This design comes from an exercise in tuning for small area, a short achievable clock period and few clock cycles per item on the open sky130 flow, not from production work. Function was checked by simulation only, so behaviour that the tests miss may differ from the original. No activity file was given, so power comes from the tool's default toggle rates.

==> flow/config.mk <==
export PLATFORM = sky130hd
export DESIGN_NAME = ex_stage
export DESIGN_NICKNAME = ex_stage
export VERILOG_FILES = /design/flow/design.v
export SDC_FILE = /design/flow/constraint.sdc
export NUM_CORES = 4
export LEC_CHECK = 0
export CAP_MARGIN = 20
export CORE_MARGIN = 2
export CORE_UTILIZATION = 40
export SLEW_MARGIN = 20
==> flow/constraint.sdc <==
create_clock -name core_clock -period 10.0 [get_ports {clk}]
set_input_delay 2.0000 -clock core_clock [delete_from_list [all_inputs] [get_ports {clk}]]
set_output_delay 2.0000 -clock core_clock [all_outputs]
set_load 0.01 [all_outputs]
==> flow/design.v <==
package ex_pkg;
  localparam logic [3:0] OP_AND = 4'b0000;
  localparam logic [3:0] OP_OR  = 4'b0001;
  localparam logic [3:0] OP_ADD = 4'b0010;
  localparam logic [3:0] OP_XOR = 4'b0011;
  localparam logic [3:0] OP_SLL = 4'b0100;
  localparam logic [3:0] OP_SRL = 4'b0101;
  localparam logic [3:0] OP_SUB = 4'b0110;
  localparam logic [3:0] OP_SLT = 4'b0111;
  localparam logic [3:0] OP_MUL = 4'b1000;
  localparam logic [3:0] OP_NOR = 4'b1100;
  typedef enum logic {
    ST_IDLE = 1'b0,
    ST_MUL  = 1'b1
  } ex_state_e;
  localparam int unsigned DEFAULT_WIDTH = 32;
  localparam int unsigned MUL_SLICES    = DEFAULT_WIDTH / 8;
  function automatic integer mul_slices(input integer width);
    mul_slices = width / 8;
  endfunction
endpackage
import ex_pkg::*;
module iter_mul
#(
  parameter int unsigned WIDTH = 32
) (
  input  logic             clk,
  input  logic             rst,
  input  logic             start_i,
  input  logic             advance_i,
  input  logic [WIDTH-1:0] a_i,
  input  logic [WIDTH-1:0] b_i,
  output logic             last_o,
  output logic [WIDTH-1:0] prod_o
);
  localparam int unsigned SLICES = WIDTH / 8;
  localparam int unsigned CW     = (SLICES > 1) ? $clog2(SLICES) : 1;
  localparam logic [CW-1:0] LAST = CW'(SLICES - 1);
  logic [WIDTH-1:0] a_q, a_d;
  logic [WIDTH-1:0] b_q, b_d;
  logic [WIDTH-1:0] acc_q, acc_d;
  logic [CW-1:0]    cnt_q, cnt_d;
  logic [7:0]       slice_s;
  logic [WIDTH-1:0] term_s;
  assign slice_s = b_q[{cnt_q, 3'b000} +: 8];
  assign term_s  = (a_q * {{(WIDTH-8){1'b0}}, slice_s}) << {cnt_q, 3'b000};
  assign prod_o  = acc_q + term_s;
  assign last_o  = (cnt_q == LAST);
  always_comb begin
    a_d   = a_q;
    b_d   = b_q;
    acc_d = acc_q;
    cnt_d = cnt_q;
    if (start_i) begin
      a_d   = a_i;
      b_d   = b_i;
      acc_d = a_i * {{(WIDTH-8){1'b0}}, b_i[7:0]};
      cnt_d = CW'(1);
    end else if (advance_i) begin
      acc_d = prod_o;
      cnt_d = cnt_q + CW'(1);
    end else begin
      acc_d = acc_q;
    end
  end
  always_ff @(posedge clk) begin
    if (!rst) begin
      a_q   <= {WIDTH{1'b0}};
      b_q   <= {WIDTH{1'b0}};
      acc_q <= {WIDTH{1'b0}};
      cnt_q <= {CW{1'b0}};
    end else begin
      a_q   <= a_d;
      b_q   <= b_d;
      acc_q <= acc_d;
      cnt_q <= cnt_d;
    end
  end
endmodule
import ex_pkg::*;
module ex_stage
#(
  parameter int unsigned WIDTH = 32
) (
  input  logic             clk,
  input  logic             rst,
  input  logic             in_valid,
  output logic             in_ready,
  input  logic [3:0]       operation,
  input  logic [WIDTH-1:0] op_a,
  input  logic [WIDTH-1:0] op_b,
  input  logic [4:0]       shamt,
  input  logic [4:0]       rd,
  input  logic             reg_write,
  input  logic             stall_in,
  input  logic             flush,
  output logic             out_valid,
  output logic [WIDTH-1:0] result,
  output logic             zero,
  output logic [4:0]       out_rd,
  output logic             out_reg_write,
  output logic             busy
);
  ex_pkg::ex_state_e state_q, state_d;
  logic             valid_q, valid_d;
  logic [WIDTH-1:0] result_q, result_d;
  logic             zero_q, zero_d;
  logic [4:0]       rd_q, rd_d;
  logic             rw_q, rw_d;
  logic [4:0]       mul_rd_q, mul_rd_d;
  logic             mul_rw_q, mul_rw_d;
  logic             accept_s;
  logic             mul_start_s;
  logic             mul_adv_s;
  logic             mul_last_s;
  logic [WIDTH-1:0] mul_prod_s;
  logic [WIDTH-1:0] alu_s;
  assign in_ready    = rst & (state_q == ST_IDLE) & ~stall_in;
  assign accept_s    = in_valid & in_ready & ~flush;
  assign mul_start_s = accept_s & (operation == OP_MUL);
  assign mul_adv_s   = (state_q == ST_MUL) & ~mul_last_s & ~flush;
  iter_mul #(.WIDTH(WIDTH)) u_iter_mul (
    .clk       (clk),
    .rst       (rst),
    .start_i   (mul_start_s),
    .advance_i (mul_adv_s),
    .a_i       (op_a),
    .b_i       (op_b),
    .last_o    (mul_last_s),
    .prod_o    (mul_prod_s)
  );
  always_comb begin
    alu_s = {WIDTH{1'b0}};
    case (operation)
      OP_AND:  alu_s = op_a & op_b;
      OP_OR:   alu_s = op_a | op_b;
      OP_ADD:  alu_s = op_a + op_b;
      OP_SUB:  alu_s = op_a - op_b;
      OP_SLT:  alu_s = {{(WIDTH-1){1'b0}}, ($signed(op_a) < $signed(op_b))};
      OP_NOR:  alu_s = ~(op_a | op_b);
      OP_XOR:  alu_s = op_a ^ op_b;
      OP_SLL:  alu_s = op_b << shamt;
      OP_SRL:  alu_s = op_b >> shamt;
      default: alu_s = {WIDTH{1'b0}};
    endcase
  end
  always_comb begin
    state_d  = state_q;
    valid_d  = valid_q;
    result_d = result_q;
    rd_d     = rd_q;
    rw_d     = rw_q;
    mul_rd_d = mul_rd_q;
    mul_rw_d = mul_rw_q;
    if (flush) begin
      valid_d = 1'b0;
      state_d = ST_IDLE;
    end else if (stall_in) begin
      valid_d = valid_q;
    end else begin
      case (state_q)
        ST_IDLE: begin
          valid_d = 1'b0;
          if (mul_start_s) begin
            mul_rd_d = rd;
            mul_rw_d = reg_write;
            state_d  = ST_MUL;
          end else if (accept_s) begin
            valid_d  = 1'b1;
            result_d = alu_s;
            rd_d     = rd;
            rw_d     = reg_write;
          end else begin
            valid_d = 1'b0;
          end
        end
        ST_MUL: begin
          valid_d = 1'b0;
          if (mul_last_s) begin
            valid_d  = 1'b1;
            result_d = mul_prod_s;
            rd_d     = mul_rd_q;
            rw_d     = mul_rw_q;
            state_d  = ST_IDLE;
          end else begin
            state_d = ST_MUL;
          end
        end
        default: begin
          valid_d = 1'b0;
          state_d = ST_IDLE;
        end
      endcase
    end
    zero_d = (result_d == {WIDTH{1'b0}});
  end
  always_ff @(posedge clk) begin
    if (!rst) begin
      state_q  <= ST_IDLE;
      valid_q  <= 1'b0;
      result_q <= {WIDTH{1'b0}};
      zero_q   <= 1'b1;
      rd_q     <= 5'd0;
      rw_q     <= 1'b0;
      mul_rd_q <= 5'd0;
      mul_rw_q <= 1'b0;
    end else begin
      state_q  <= state_d;
      valid_q  <= valid_d;
      result_q <= result_d;
      zero_q   <= zero_d;
      rd_q     <= rd_d;
      rw_q     <= rw_d;
      mul_rd_q <= mul_rd_d;
      mul_rw_q <= mul_rw_d;
    end
  end
  assign out_valid     = valid_q;
  assign result        = result_q;
  assign zero          = zero_q;
  assign out_rd        = rd_q;
  assign out_reg_write = rw_q;
  assign busy          = (state_q == ST_MUL);
endmodule
==> flow/run.sh <==
#!/bin/bash
# synth_recipe.tcl (not shown) runs the flow's synth.tcl, then flattens the netlist and writes it again
# the make line also repeats each setting of config.mk as NAME=value (left out here)
make -C /OpenROAD-flow-scripts/flow DESIGN_CONFIG=/design/flow/config.mk WORK_HOME=/design/flow/orfs CLKGATE_MAP_FILE= SYNTH_SCRIPT=/design/flow/synth_recipe.tcl finish
==> notes.md <==
[layout by cell type (no fill, tap or decap), types with 63 or more instances in the layout]
master             n
a21oi_1          277
and2_1           117
buf_4             96
clkdlybuf4s50_1  118
dfxtp_1          143
fa_1             315
ha_1             211
inv_1            374
mux2i_1           91
nand2_1          502
nand3_1           63
nor2_1           378
nor2b_1          108
o21ai_0          118
xnor2_1           88
[worst max path at each step]
stage | startpoint | to | slack, ns | cells after the start
2_1_floorplan | u_iter_mul.cnt_q[0]$_SDFFE_PN0P_ | zero_q$_SDFF_PN1_ | 1.50 | 37
3_3_place_gp | u_iter_mul.cnt_q[0]$_SDFFE_PN0P_ | zero_q$_SDFF_PN1_ | 0.71 | 32
3_5_place_dp | u_iter_mul.cnt_q[0]$_SDFFE_PN0P_ | zero_q$_SDFF_PN1_ | 0.45 | 33
4_1_cts | u_iter_mul.cnt_q[0]$_SDFFE_PN0P_ | zero_q$_SDFF_PN1_ | 0.41 | 33
5_1_grt | u_iter_mul.cnt_q[1]$_SDFFE_PP0P_ | zero_q$_SDFF_PN1_ | 0.01 | 34
6_report | u_iter_mul.cnt_q[0]$_SDFFE_PN0P_ | zero_q$_SDFF_PN1_ | 0.62 | 33
[power by group through the flow]
stage	sequential [W]	combinational, W	clock (W)
after CTS	0.000592	0.00235	0.000630
final	0.000592	0.00242	0.000625
after floorplan	0.000601	0.00154	0
after global placement	0.000605	0.00232	0
after global routing	0.000592	0.00259	0.000653
after detailed placement	0.000605	0.00233	0
[cell type report]
class	count	area (um2)
clock buffers	18	439
fillers	7755	42500
flip-flops and latches	145	2910
clock inverters	14	120
repair buffers	219	1930
diodes	1	2.50
inverters	381	1430
multi-input cells	3145	25300
well taps	1030	1290
[critical path, delay by kind of cell, from the launching register on]
family	cells	cell delay (ns)
AO/OA/AOI/OAI	11	2.82
buffers and inverters	4	0.42
AND/OR/NAND/NOR	10	1.92
adder cells (fa/ha/maj)	6	2.70
XOR/XNOR	1	0.15
multiplexers	1	0.69
flip-flops	1	0.58
[routing by layer]
layer	track usage (%)	routed length, um	up-vias	share of wire, %
li1	-	-	13500	-
met4	18.4	8950	8	6.4
met1	47.9	58100	15300	42
met3	6.26	13300	363	9.5
met2	52.1	59500	1779	43
met5	0	57	-	0.041
[stage by stage]
stage          utilization (%)  hold WS, ns
3_5_place_dp              43.3        0.446
5_1_grt                   44.1        0.473
3_3_place_gp              43.3        0.442
6_report                  44.1        0.456
4_1_cts                   44.0        0.455
2_1_floorplan                -        0.433
[kinds of logic after synthesis]
family	synth area share, %
compound gates	20.2
mux	8.12
simple gates	21.5
buf+inv	8.28
fa+ha+maj	29.2
flops	9.47
xor+xnor	3.30
[registers in the layout, indices dropped and copies added, names as in the netlist]
| name | flops |
|---|---|
| state_q | 1 |
| u_iter_mul.b_q | 32 |
| u_iter_mul.cnt_q | 2 |
| u_iter_mul.a_q | 32 |
| u_iter_mul.acc_q | 32 |
| mul_rd_q | 5 |
| result_q | 32 |
| valid_q | 1 |
| rw_q | 1 |
| mul_rw_q | 1 |
| rd_q | 5 |
| zero_q | 1 |
==> metrics.md <==
| Metric | Value |
|---|---|
| Starting density of the core | `a little over 40%` |
| Root buffer cell | `clkbuf_16` |
| TritonCTS clock tree | `done` |
| Worst hold start | `mul_rd_q[4]$_SDFFE_PN0P_` |
| FF-to-FF Start | `u_iter_mul.cnt_q[0]$_SDFFE_PN0P_` |
| DRT Wirelength | `around 140 mm` |
| Normalized max-slew margin | `between 20 and 25%` |
| Seq pwr share | `approximately 16%` |
| Primary FF master, synth | `dfxtp_1` |
| Antenna violations before repair | `7` |
| Router iterations before antenna repair | `6` |
| DR vias | `slightly above 30000` |
| Setup Buffers After CTS | `0` |
| Sw frac | `50.9%` |
| WP data arrival | `just under 10 ns` |
| Cells after Synth | `3924` |
| Design Power | `0.00363 W` |
| Chip Width | `281 um` |
| Die Height | `about 280 um` |
| Synth top area share | `between 20% and 30%` |
| Combinational Power Share | `66.5%` |
| Max Clk Rate | `around 110 MHz` |
| Hold depth | `2` |
| Grt total ovfl | `0` |
| FF-to-FF End | `zero_q$_SDFF_PN1_` |
| DRC errors left | `0` |
| Resized Gates After CTS | `0` |
| Post-synth EDFFs | `0` |
| Post-layout min period | `around 9.4 ns` |
| P_leak | `roughly 14 nW` |
| Share of layout cells above drive strength 1 | `7.22%` |
| Yosys reg bits | `145` |
| Syn_area_per_cell | `a little under 8 um2` |
| Post-synth cell types | `96` |
| DR vias/cell | `6.26` |
| Dominant cells by area after synthesis | `fa_1, dfxtp_1, ha_1, nand2_1, nor2_1` |
| Status | `finished clean` |
| IO Port Bufs | `125` |
| Post-Place Cells | `between 4000 and 5000` |
| Unrepaired setup endpoints after global routing | `no` |
| Fin crit share | `a little over nine tenths` |
| Most frequent cell after synthesis | `nand2_1` |
| CP peak stage delay | `0.69 ns` |
| I/O Pins | `~130` |
| Yosys warning total | `2` |
| Clk pwr share | `between 10% and 20%` |
| DR WL/cell | `28.3 um` |
| Post-layout nets | `4519` |
| Worst hold path type | `reg2reg` |
| Clock sinks | `145` |
| Post-synth ARST share | `0%` |
| Syn Std Cell Area | `~30000 um2` |
| Die Area | `just under 80000 um2` |
| H-Tree Depth | `4` |
| Worst-path clk slew | `approximately 0.07 ns` |
| Pwr Density | `approximately 110 nW/um2` |
| Synth-to-Final Area Change | `9.14%` |
| Syn nets | `4534` |
| Maximum vdd drop | `around 0.00013 V` |
| Slowest cell on crit path | `mux4_2` |
| R2R Setup Slk | `between 0.6 and 0.7 ns` |
| Clock Latency Late Sink | `around 0.45 ns` |
| Slew Viols, Final | `0` |
| Most frequent CP cell | `fa_1` |
| Internal power | `0.00178 W` |
| Drt initial violations | `around 4200` |
| Switching power | `0.00185 W` |
| Vias in the first global route | `between 20000 and 30000` |
| Crit path max fanout | `19` |
| WP data required | `10.36 ns` |
| CP Class | `reg2reg` |
| Max-Cap Viols | `0` |
| Total Negative Setup Slacks | `0 ns` |
| Cell depth of the worst flop-to-flop path | `33` |
| TritonCTS Buffers | `17` |
| Fin worst setup slack | `between 0.6 and 0.7 ns` |
| Area after DPL | `roughly 33000 um2` |
| Core area | `75900 um2` |
| Seq/Total Area, Yosys | `under 10%` |
| Fin cells | `roughly 5000` |
| Final setup vio count | `0` |
| GRT Total Usage | `34.9%` |
| Num rows | `slightly above 100` |
| Yosys top cell by area | `fa_1` |
| Gpl congestion | `between 1 and 1.5` |
| Final ANT Viol Nets | `0` |
| Hold EP | `mul_rd_q[4]$_SDFFE_PN0P_` |
| Final Instance Area | `33500 um2` |
| Final Hold Viols | `0` |
| Top cells by count, synth | `nand2_1, nor2_1, inv_1` |
| First-pass GRT wire length | `~200 mm` |
| Startpoint Class | `flip-flop` |
| Pre-CTS WS | `roughly 0.45 ns` |
| Critical path capture point type | `flip-flop` |
| Largest net degree at the start of global routing | `69` |
| Hold_buf cts | `0` |
| Slew @ Worst Pin | `between 1 and 1.5 ns` |
| CTS max path bufs | `2` |
| Final Skew | `roughly 0.014 ns` |
| HPWL after DPL | `~110 mm` |
Testbench counts, summed over its fixed seeds: cycles 20,778, items 12,000.

==> static timing again, ports no longer ideal <==
No port has a modelled driver above. Below, the same layout with a new extraction and two added sets of constraints.
Step 1 assumes that a clkbuf_16 drives the clock port and a buf_2 every other input.
Step 2 adds t to the input delays and takes it off the output delays; t is the mean of the earliest and latest rising clock arrival at the registers after step 1. Input paths then give back, and output paths get back, about the clock's delay inside the block.
Slacks: ideal ports / drivers / drivers and shift; pairs: ideal ports / drivers.
t, ns: 0.496
slack for setup (ns): 0.621 / 0.621 / 0.621
hold WS [ns]: 0.456 / 0.456 / 0.456
latest minus earliest clock arrival (ns): 0.014 / 0.014
cell pins on the clock port's net: 1
After both steps setup and hold are still met in this run. The setup slack of this run moves by 0.000 ns with the drivers and by 0.000 ns with both steps.
